Source: an optimization exercise on an open RTL-to-GDS flow (aim: small area). Production flows keep margins and buffers that such runs may drop. No activity file was given, so power comes from the tool's default toggle rates.

== JK ==
==> flow/design.v <==
module iot_filter_param #(
    parameter int IN_W  = 8,
    parameter int BEATS = 16,
    parameter int WORDS = 8
) (
    input  logic                     clk,
    input  logic                     rst,
    input  logic                     in_en,
    input  logic [IN_W-1:0]          iot_in,
    input  logic [2:0]               fn_sel,
    input  logic [IN_W*BEATS-1:0]    lo_bound,
    input  logic [IN_W*BEATS-1:0]    hi_bound,
    output logic                     busy,
    output logic                     valid,
    output logic [IN_W*BEATS-1:0]    iot_out
);
    localparam int WORD_W = IN_W * BEATS;
    localparam int LOG2W  = $clog2(WORDS);
    localparam int BCW    = $clog2(BEATS);
    logic              busy_r;
    logic              valid_r;
    logic [BCW-1:0]    beat_cnt;
    logic [LOG2W-1:0]  word_cnt;
    logic [2:0]        fn;
    logic              peak_vld;
    logic              chg;
    logic              ag, al, bg, bl;
    logic [WORD_W-1:0] acc;
    logic [LOG2W-1:0]  ext;
    logic [LOG2W-1:0]  lowp;
    logic [WORD_W-1:0] lo;
    logic [WORD_W-1:0] hi;
    logic [BEATS-1:0]  cy;      
    logic              accept, rs, beat0, beatl;
    logic [2:0]        fn_e;
    logic              fold_now, fold_e;
    logic              is_max, is_min, is_avg, is_ext, is_rnd, force_b;
    logic [IN_W-1:0]   lo_b, hi_b, at, bt;
    logic              ag0, al0, bg0, bl0, eqa, eqb;
    logic              ag_n, al_n, bg_n, bl_n;
    logic              take;
    logic [IN_W-1:0]   addb;
    logic [IN_W:0]     sum;
    logic [LOG2W:0]    sum_lo;
    logic [IN_W-1:0]   nbyte;
    assign accept   = in_en && !busy_r;
    assign beat0    = (beat_cnt == '0);
    assign beatl    = (beat_cnt == BCW'(BEATS - 1));
    assign rs       = beat0 && (word_cnt == '0);
    assign fold_now = peak_vld && (fn_sel == fn);
    assign fn_e     = rs ? fn_sel : fn;
    assign fold_e   = rs ? fold_now : peak_vld;
    assign is_max   = (fn_e == 3'd1) || (fn_e == 3'd6);
    assign is_min   = (fn_e == 3'd2) || (fn_e == 3'd7);
    assign is_avg   = (fn_e == 3'd3);
    assign is_ext   = (fn_e[2:1] == 2'b10);
    assign is_rnd   = is_max || is_min || is_avg;
    assign force_b  = is_rnd && !fold_e && (word_cnt == '0);
    logic [BEATS-1:0] bsel;
    always_comb begin
        bsel = '0;
        bsel[beat_cnt] = 1'b1;
        lo_b = rs ? lo_bound[WORD_W-1 -: IN_W] : '0;
        hi_b = rs ? hi_bound[WORD_W-1 -: IN_W] : '0;
        for (int k = 0; k < BEATS; k++) begin
            lo_b = lo_b | ({IN_W{bsel[k] && !rs}} & lo[WORD_W-1-IN_W*k -: IN_W]);
            hi_b = hi_b | ({IN_W{bsel[k] && !rs}} & hi[WORD_W-1-IN_W*k -: IN_W]);
        end
    end
    assign at   = is_ext ? lo_b : acc[WORD_W-1 -: IN_W];
    assign bt   = hi_b;
    assign ag0  = !beat0 && ag;
    assign al0  = !beat0 && al;
    assign bg0  = !beat0 && bg;
    assign bl0  = !beat0 && bl;
    assign eqa  = !ag0 && !al0;
    assign eqb  = !bg0 && !bl0;
    assign ag_n = ag0 || (eqa && (iot_in > at));
    assign al_n = al0 || (eqa && (iot_in < at));
    assign bg_n = bg0 || (eqb && (iot_in > bt));
    assign bl_n = bl0 || (eqb && (iot_in < bt));
    assign take  = !is_rnd || force_b || (is_max && ag_n) || (is_min && al_n);
    assign addb   = {(beat0 ? {LOG2W{1'b0}} : lowp), iot_in[IN_W-1:LOG2W]};
    assign sum    = (force_b ? {IN_W{1'b0}} : at) + addb + (!force_b && hi_b[0]);
    assign sum_lo = (force_b ? {LOG2W{1'b0}} : ext) + iot_in[LOG2W-1:0];
    assign nbyte  = is_avg ? sum[IN_W-1:0] : (take ? iot_in : at);
    always_ff @(posedge clk) begin
        if (rst) begin
            busy_r   <= 1'b0;
            valid_r  <= 1'b0;
            beat_cnt <= '0;
            word_cnt <= '0;
            peak_vld <= 1'b0;
        end else begin
            busy_r  <= accept && beatl;
            valid_r <= 1'b0;
            if (accept) begin
                beat_cnt <= beat_cnt + 1'b1;
                if (rs && fn_sel != fn) peak_vld <= 1'b0;
            end
            if (busy_r) begin
                word_cnt <= word_cnt + 1'b1;
                if (fn == 3'd4)
                    valid_r <= ag && bl;
                else if (fn == 3'd5)
                    valid_r <= al || bg;
                else if (word_cnt == LOG2W'(WORDS - 1) && fn != 3'd0)
                    valid_r <= chg;
                if (word_cnt == LOG2W'(WORDS - 1) && fn[2:1] == 2'b11)
                    peak_vld <= 1'b1;
            end
        end
    end
    always_ff @(posedge clk) begin
        if (accept) begin
            ag   <= ag_n;
            al   <= al_n;
            bg   <= bg_n;
            bl   <= bl_n;
            chg  <= (rs ? !fold_now : chg) || (is_max && ag_n) || (is_min && al_n);
            acc  <= {acc[WORD_W-IN_W-1:0], nbyte};
            lowp <= iot_in[LOG2W-1:0];
            if (!rs && is_avg) begin
                for (int q = 0; q < BEATS - 1; q++)
                    if (beat_cnt == BCW'(q + 1)) hi[IN_W*(BEATS-1-q)] <= sum[IN_W];
                if (beatl) hi[0] <= sum_lo[LOG2W];
            end
            if (beatl)
                ext <= sum_lo[LOG2W-1:0];
            if (rs) begin
                fn     <= fn_sel;
                lo     <= lo_bound;
                hi     <= hi_bound;
            end
        end
    end
    logic [BEATS:0]    bc;
    for (genvar k = 0; k < BEATS; k++) begin : g_cy
        assign cy[k] = hi[IN_W*k] && (fn == 3'd3);
    end
    logic [BEATS-1:0]  bg_g, bg_p;
    logic [WORD_W-1:0] tot;
    for (genvar k = 0; k < BEATS; k++) begin : g_gp
        logic [IN_W-1:0] a;
        assign a       = acc[k*IN_W +: IN_W];
        assign bg_g[k] = a[0] & cy[k] & (&a[IN_W-1:1]);
        assign bg_p[k] = (a[0] | cy[k]) & (&a[IN_W-1:1]);
    end
    assign bc[0] = 1'b0;
    for (genvar k = 0; k < BEATS; k++) begin : g_bc
        assign bc[k+1] = bg_g[k] | (bg_p[k] & bc[k]);
    end
    for (genvar k = 0; k < BEATS; k++) begin : g_res
        logic [IN_W-1:0] a;
        logic [IN_W:0]   p;
        logic            c1;
        assign a    = acc[k*IN_W +: IN_W];
        assign c1   = (a[0] & cy[k]) | (bc[k] & (a[0] | cy[k]));
        assign tot[k*IN_W] = a[0] ^ cy[k] ^ bc[k];
        assign p[1] = 1'b1;
        for (genvar m = 1; m < IN_W; m++) begin : g_bit
            assign p[m+1] = p[m] & a[m];
            assign tot[k*IN_W+m] = a[m] ^ (c1 & p[m]);
        end
    end
    assign busy    = busy_r;
    assign valid   = valid_r;
    assign iot_out = valid_r ? tot : '0;
endmodule
==> flow/config.mk <==
export PLATFORM = sky130hd
export DESIGN_NAME = iot_filter_param
export DESIGN_NICKNAME = iot_filter_param
export VERILOG_FILES = /design/flow/design.v
export SDC_FILE = /design/flow/constraint.sdc
export NUM_CORES = 4
export LEC_CHECK = 0
export ABC_AREA = 1
export CAP_MARGIN = 20
export CORE_MARGIN = 2
export CORE_UTILIZATION = 40
export PLACE_DENSITY = 0.6
export SLEW_MARGIN = 20
==> flow/constraint.sdc <==
create_clock -name core_clock -period 11.0 [get_ports {clk}]
set_input_delay 2.2000 -clock core_clock [delete_from_list [all_inputs] [get_ports {clk}]]
set_output_delay 2.2000 -clock core_clock [all_outputs]
set_load 0.01 [all_outputs]
standard.sh (not shown) runs the stock make flow with config.mk's settings and CLKGATE_MAP_FILE= SYNTH_SCRIPT=/design/flow/synth_recipe.tcl, a recipe that flattens the netlist after the stock synthesis.
==> flow/flow/run.sh <==
#!/bin/bash
# Standard ORFS layout (the standard.sh) with the smallest buffer cell on the ports
# and a clock tree without dummy loads.
set -euo pipefail
export BUFFER_PORTS_ARGS="-buffer_cell sky130_fd_sc_hd__buf_1"
export CTS_ARGS="-sink_clustering_enable -repair_clock_nets -buf_list sky130_fd_sc_hd__clkbuf_8 -sink_clustering_size 16 -sink_clustering_max_diameter 80 -dont_use_dummy_load"
bash standard.sh > standard.log 2>&1
JK did not stop at any stage, and its layout met the timing, design-rule and antenna checks.
Changes in MS relative to JK:
--- a/flow/design.v
+++ b/flow/design.v
@@ -30,7 +30,7 @@
     logic [LOG2W-1:0]  lowp;
     logic [WORD_W-1:0] lo;
     logic [WORD_W-1:0] hi;
-    logic [BEATS-1:0]  cy;      
+    logic [BEATS-1:0]  cy;
     logic              accept, rs, beat0, beatl;
     logic [2:0]        fn_e;
     logic              fold_now, fold_e;
@@ -81,7 +81,7 @@
     assign bl_n = bl0 || (eqb && (iot_in < bt));
     assign take  = !is_rnd || force_b || (is_max && ag_n) || (is_min && al_n);
     assign addb   = {(beat0 ? {LOG2W{1'b0}} : lowp), iot_in[IN_W-1:LOG2W]};
-    assign sum    = (force_b ? {IN_W{1'b0}} : at) + addb + (!force_b && hi_b[0]);
+    assign sum    = (force_b ? {IN_W{1'b0}} : at) + addb + (!force_b && cy[BEATS-1]);
     assign sum_lo = (force_b ? {LOG2W{1'b0}} : ext) + iot_in[LOG2W-1:0];
     assign nbyte  = is_avg ? sum[IN_W-1:0] : (take ? iot_in : at);
     always_ff @(posedge clk) begin
@@ -120,11 +120,8 @@
             chg  <= (rs ? !fold_now : chg) || (is_max && ag_n) || (is_min && al_n);
             acc  <= {acc[WORD_W-IN_W-1:0], nbyte};
             lowp <= iot_in[LOG2W-1:0];
-            if (!rs && is_avg) begin
-                for (int q = 0; q < BEATS - 1; q++)
-                    if (beat_cnt == BCW'(q + 1)) hi[IN_W*(BEATS-1-q)] <= sum[IN_W];
-                if (beatl) hi[0] <= sum_lo[LOG2W];
-            end
+            cy   <= {cy[BEATS-2:1], cy[0] || (is_avg && !beat0 && sum[IN_W]),
+                     is_avg && beatl && sum_lo[LOG2W]};
             if (beatl)
                 ext <= sum_lo[LOG2W-1:0];
             if (rs) begin
@@ -134,10 +131,8 @@
             end
         end
     end
+    localparam int GRP = 4;
     logic [BEATS:0]    bc;
-    for (genvar k = 0; k < BEATS; k++) begin : g_cy
-        assign cy[k] = hi[IN_W*k] && (fn == 3'd3);
-    end
     logic [BEATS-1:0]  bg_g, bg_p;
     logic [WORD_W-1:0] tot;
     for (genvar k = 0; k < BEATS; k++) begin : g_gp
@@ -147,8 +142,20 @@
         assign bg_p[k] = (a[0] | cy[k]) & (&a[IN_W-1:1]);
     end
     assign bc[0] = 1'b0;
-    for (genvar k = 0; k < BEATS; k++) begin : g_bc
-        assign bc[k+1] = bg_g[k] | (bg_p[k] & bc[k]);
+    for (genvar g = 0; g < BEATS / GRP; g++) begin : g_grp
+        logic gg, gp;
+        always_comb begin
+            gg = 1'b0;
+            gp = 1'b1;
+            for (int k = g * GRP; k < g * GRP + GRP; k++) begin
+                gg = bg_g[k] | (bg_p[k] & gg);
+                gp = gp & bg_p[k];
+            end
+        end
+        for (genvar k = g * GRP; k < g * GRP + GRP - 1; k++) begin : g_in
+            assign bc[k+1] = bg_g[k] | (bg_p[k] & bc[k]);
+        end
+        assign bc[g*GRP+GRP] = gg | (gp & bc[g*GRP]);
     end
     for (genvar k = 0; k < BEATS; k++) begin : g_res
         logic [IN_W-1:0] a;
MS: all stages complete, timing, DRC and antenna checks passed
Relative to JK, the number of gates on the worst path with buffers counted of MS is lower by 13.
When the final numbers for MS and JK were put side by side, the relative max-transition margin turned out to be greater in JK.
JK -> MS: power increased by a few percent
As of MS, via-per-instance ratio had fallen by a few percent compared to JK.
Looking only at combinational group share of total power, and setting everything else aside, the lower value of MS and JK goes to MS.
Combinational power: MS and JK compared, lower one is MS
Function was not checked in any run of this note: the RTL went through the layout flow alone.

-- separate check: timing with driven ports --
Ports are ideal in the flow. The routed layouts listed here were re-timed in OpenROAD. Step 1, drivers: a clkbuf_16 drives clk and a buf_2 each remaining input, both assumed. Step 2, shift: input delay + t, output delay - t, t = (earliest + latest rising clock arrival at the registers) / 2. This alone moves slack from input paths to output paths. a / b / c = ideal / step 1 / step 2; a / b = the first two.
run | t, ns | setup slack, ns | hold slack, ns | worst data-port slew with drivers (ns) | cell pins on the clock port's net
JK | 0.644 | 3.152 / 3.102 / 3.746 | 0.441 / 0.441 / 0.441 | 0.09 | 1
MS | 0.616 | 4.584 / 4.534 / 5.149 | 0.427 / 0.427 / 0.427 | 0.12 | 1
After both steps every run listed still meets setup and hold.
